From an optimization exercise on the open Yosys and OpenROAD flow, aimed at small area, a short achievable clock period and few clock cycles; shortcuts taken in it are not production practice. The RTL was checked by simulation tests, not by an equivalence proof against the original design. Power figures rest on the tool's default switching activity, not on a simulated workload.

## try-sierra
// doom_fpga
module doom_fpga (
  input  logic                                clk,
  input  logic                                main_rst,
  output logic [doom_pkg::ADDR_W-1:0]         mem_address,
  output logic                                mem_read,
  output logic                                mem_write,
  output logic [doom_pkg::MEM_DATA_W-1:0]     mem_writedata,
  input  logic [doom_pkg::MEM_DATA_W-1:0]     mem_readdata,
  input  logic                                mem_waitrequest,
  output logic [doom_pkg::ADDR_W-1:0]         vga_address,
  output logic                                vga_write,
  output logic [doom_pkg::VGA_DATA_W-1:0]     vga_writedata,
  input  logic                                vga_waitrequest,
  input  logic [doom_pkg::HPS_ADDR_W-1:0]     hps_address,
  input  logic                                hps_read,
  input  logic                                hps_write,
  input  logic [doom_pkg::HOST_DATA_W-1:0]    hps_writedata,
  output logic [doom_pkg::HOST_DATA_W-1:0]    hps_readdata,
  output logic                                hps_waitrequest
);
Size: about 9500 cells after synthesis, roughly 4600 flip-flops, roughly 130000 µm² of cells after synthesis.
Settings: LEC_CHECK=0, ABC_CLOCK_PERIOD_IN_PS=4500, CAP_MARGIN=20, CORE_MARGIN=2, CORE_UTILIZATION=55, CTS_CLUSTER_DIAMETER=120, CTS_CLUSTER_SIZE=25, SETUP_SLACK_MARGIN=4.3, SLEW_MARGIN=20, SYNTH_MEMORY_MAX_BITS=8192; clock period 8.0 ns.
run.sh (not shown) runs the stock make flow with config.mk's settings and CLKGATE_MAP_FILE= SYNTH_SCRIPT=/design/flow/synth_recipe.tcl, a recipe that flattens the netlist after the stock synthesis.
try-sierra was carried through to the last stage, and its layout satisfied the timing, design-rule and antenna checks.
Testbench counts of try-sierra, summed over its fixed seeds: cycles 1,344,832.
What try-violet does differently from try-sierra at the input level:
Settings: SETUP_SLACK_MARGIN changed from 4.3 to 3.8.
==> comparison <==
Per the comparison of try-violet with try-sierra, maximum vdd drop fell by 0.000035 V; synthesized cell count held; half-perimeter wire length of the detailed placement result fell about 2.7%; first-pass GRT wire length now sits lower; synthesized area closely matched the old numbers. Compared with try-sierra, try-violet shows via count of the first global-routing pass that has gone down slightly. Between try-violet and try-sierra, the area taken by flip-flops and latches figures differ only marginally. Sort try-sierra and try-violet by number of buffers other than clock buffers in the final layout, descending, and try-sierra comes first.

========
## run 1
Another version of the RTL of doom_fpga (not shown whole).
For scale: roughly 4,600 flip-flops.
==> flow/config.mk <==
export PLATFORM = sky130hd
export DESIGN_NAME = doom_fpga
export DESIGN_NICKNAME = doom_fpga
export VERILOG_FILES = /design/flow/design.v
export SDC_FILE = /design/flow/constraint.sdc
export NUM_CORES = 4
export LEC_CHECK = 0
export ABC_CLOCK_PERIOD_IN_PS = 4500
export CAP_MARGIN = 20
export CORE_MARGIN = 2
export CORE_UTILIZATION = 62
export CTS_CLUSTER_DIAMETER = 120
export CTS_CLUSTER_SIZE = 25
export SETUP_SLACK_MARGIN = 3.8
export SLEW_MARGIN = 20
export SYNTH_MEMORY_MAX_BITS = 8192
==> flow/constraint.sdc <==
create_clock -name core_clock -period 8.0 [get_ports {clk}]
set_input_delay 1.6000 -clock core_clock [delete_from_list [all_inputs] [get_ports {clk}]]
set_output_delay 1.6000 -clock core_clock [all_outputs]
set_load 0.01 [all_outputs]
In summary, run 1 completed successfully, with a layout that passed the timing, design-rule and antenna checks.
Testbench counts of run 1, summed over its fixed seeds: cycles 1,344,832.
For run 2, these inputs were changed with respect to run 1:
--- a/flow/config.mk
+++ b/flow/config.mk
@@ -9,5 +9,5 @@
 export CAP_MARGIN = 20
 export CORE_MARGIN = 2
-export CORE_UTILIZATION = 62
+export CORE_UTILIZATION = 55
 export CTS_CLUSTER_DIAMETER = 120
 export CTS_CLUSTER_SIZE = 25
Results
Result: PASS for each of run 2 and run 1
Non-clock buffer count for run 2: about 1.6% up relative to run 1
Run 1 → run 2: relative max-transition margin rose by 4.3 points; hold slack rose 0.0079 ns.
Modified inputs, run 3 compared to run 2
==> flow/flow/run.sh (new file) <==
#!/bin/bash
set -euo pipefail
export BUFFER_PORTS_ARGS="-buffer_cell sky130_fd_sc_hd__buf_1"
export CTS_ARGS="-sink_clustering_enable -repair_clock_nets -sink_clustering_size 25 -sink_clustering_max_diameter 120 -dont_use_dummy_load"
export PRE_IO_PLACEMENT_TCL="$(pwd)/flow/io.tcl"
bash standard.sh > flow_make.log 2>&1
==> flow/flow/io.tcl (new file) <==
set_io_pin_constraint -group -order -region top:* -pin_names {hps_writedata[0] hps_readdata[0] hps_writedata[1] hps_readdata[1] hps_writedata[2] hps_readdata[2] hps_writedata[3] hps_readdata[3] hps_writedata[4] hps_readdata[4] hps_writedata[5] hps_readdata[5] hps_writedata[6] hps_readdata[6] hps_writedata[7] hps_readdata[7] hps_writedata[8] hps_readdata[8] hps_writedata[9] hps_readdata[9] hps_writedata[10] hps_readdata[10] hps_writedata[11] hps_readdata[11] hps_writedata[12] hps_readdata[12] hps_writedata[13] hps_readdata[13] hps_writedata[14] hps_readdata[14] hps_writedata[15] hps_readdata[15] hps_address[0] hps_address[1] hps_address[2] hps_write hps_read hps_writedata[16] hps_readdata[16] hps_writedata[17] hps_readdata[17] hps_writedata[18] hps_readdata[18] hps_writedata[19] hps_readdata[19] hps_writedata[20] hps_readdata[20] hps_writedata[21] hps_readdata[21] hps_writedata[22] hps_readdata[22] hps_writedata[23] hps_readdata[23] hps_writedata[24] hps_readdata[24] hps_writedata[25] hps_readdata[25] hps_writedata[26] hps_readdata[26] hps_writedata[27] hps_readdata[27] hps_writedata[28] hps_readdata[28] hps_writedata[29] hps_readdata[29] hps_writedata[30] hps_readdata[30] hps_writedata[31] hps_readdata[31]}
==> flow/standard.sh (new file) <==
#!/bin/bash
# synth_recipe.tcl (not shown) runs the flow's synth.tcl, then flattens the netlist and writes it again
# the make line also repeats each setting of config.mk as NAME=value (left out here)
make -C /OpenROAD-flow-scripts/flow DESIGN_CONFIG=/design/flow/config.mk WORK_HOME=/design/flow/orfs CLKGATE_MAP_FILE= SYNTH_SCRIPT=/design/flow/synth_recipe.tcl "${@:-finish}"
--- a/flow/config.mk
+++ b/flow/config.mk
@@ -6,5 +6,4 @@
 export NUM_CORES = 4
 export LEC_CHECK = 0
-export ABC_CLOCK_PERIOD_IN_PS = 4500
 export CAP_MARGIN = 20
 export CORE_MARGIN = 2
@@ -12,5 +11,5 @@
 export CTS_CLUSTER_DIAMETER = 120
 export CTS_CLUSTER_SIZE = 25
-export SETUP_SLACK_MARGIN = 3.8
+export SETUP_SLACK_MARGIN = 3.75
 export SLEW_MARGIN = 20
 export SYNTH_MEMORY_MAX_BITS = 8192
removed: flow/run.sh
==> results.txt <==
Run 3 closes out successfully: all stages finished, all timing, DRC and antenna checks passed. Both conditions hold for run 2: the flow ran to the end and the final layout passed the timing, design-rule and antenna checks. In the metrics for run 2 and run 3, the one carrying the higher via density per instance is run 3. Any difference in stage delay of the slowest cell on the critical path between run 2 and run 3 is small enough to ignore. Relative to run 2, the wire length per cell after detailed routing of run 3 is higher by about 5%. Run 3: transition at the pin with the smallest max-transition slack 0.0056 ns above run 2.
Changes in run 4 relative to run 3:
==> flow/flow/run.sh <==
#!/bin/bash
set -euo pipefail
export BUFFER_PORTS_ARGS="-buffer_cell sky130_fd_sc_hd__buf_1"
export CTS_ARGS="-sink_clustering_enable -repair_clock_nets -sink_clustering_size 25 -sink_clustering_max_diameter 120 -dont_use_dummy_load"
bash standard.sh > flow_make.log 2>&1
--- a/flow/config.mk
+++ b/flow/config.mk
@@ -11,5 +11,5 @@
 export CTS_CLUSTER_DIAMETER = 120
 export CTS_CLUSTER_SIZE = 25
-export SETUP_SLACK_MARGIN = 3.75
+export SETUP_SLACK_MARGIN = 3.65
 export SLEW_MARGIN = 20
 export SYNTH_MEMORY_MAX_BITS = 8192
removed: flow/flow/io.tcl
--- outcome ---
- Compared with run 3, run 4 shows a lower worst hold slack across all endpoints.
- Summary of run 4 over run 3: via count of the first global-routing pass shows a reduction of 814; synthesized cell count shows no meaningful change.
- The core of run 4 is less densely filled than that of run 3.
- Maximum ir drop on the vdd rail in run 4 is 3.2% below run 3.
- Power of the sequential group: run 3 vs run 4 — no meaningful difference
- Note that the routed length on met3 recorded for run 3 amounts to 0.837 times the value seen in run 4.

## port drivers added, routing unchanged
No port has a modelled driver above. Below, the same layouts with a new extraction and two added sets of constraints. Step 1, drivers: a clkbuf_16 drives clk and a buf_2 each remaining input, both assumed. Step 2 adds t to the input delays and takes it off the output delays; t is the mean of the earliest and latest rising clock arrival at the registers after step 1. Input paths then give back, and output paths get back, about the clock's delay inside the block. a / b / c = ideal / step 1 / step 2; a / b = the first two.
run	shift t [ns]	slack for setup (ns)	worst slew at a driven data input, ns
try-sierra	1.008	3.500 / 3.394 / 3.394	0.14
try-violet	0.984	3.571 / 3.441 / 3.062	0.17
run 1	0.957	3.594 / 3.428 / 2.966	0.18
run 2	0.960	3.579 / 3.465 / 3.062	0.15
run 3	0.935	3.491 / 3.408 / 2.918	0.36
run 4	0.938	3.616 / 3.564 / 2.843	0.19
After both steps setup and hold are still met in every run listed. The setup slack of run 4, which loses most, moves by -0.052 ns with the drivers and by -0.773 ns with both steps.
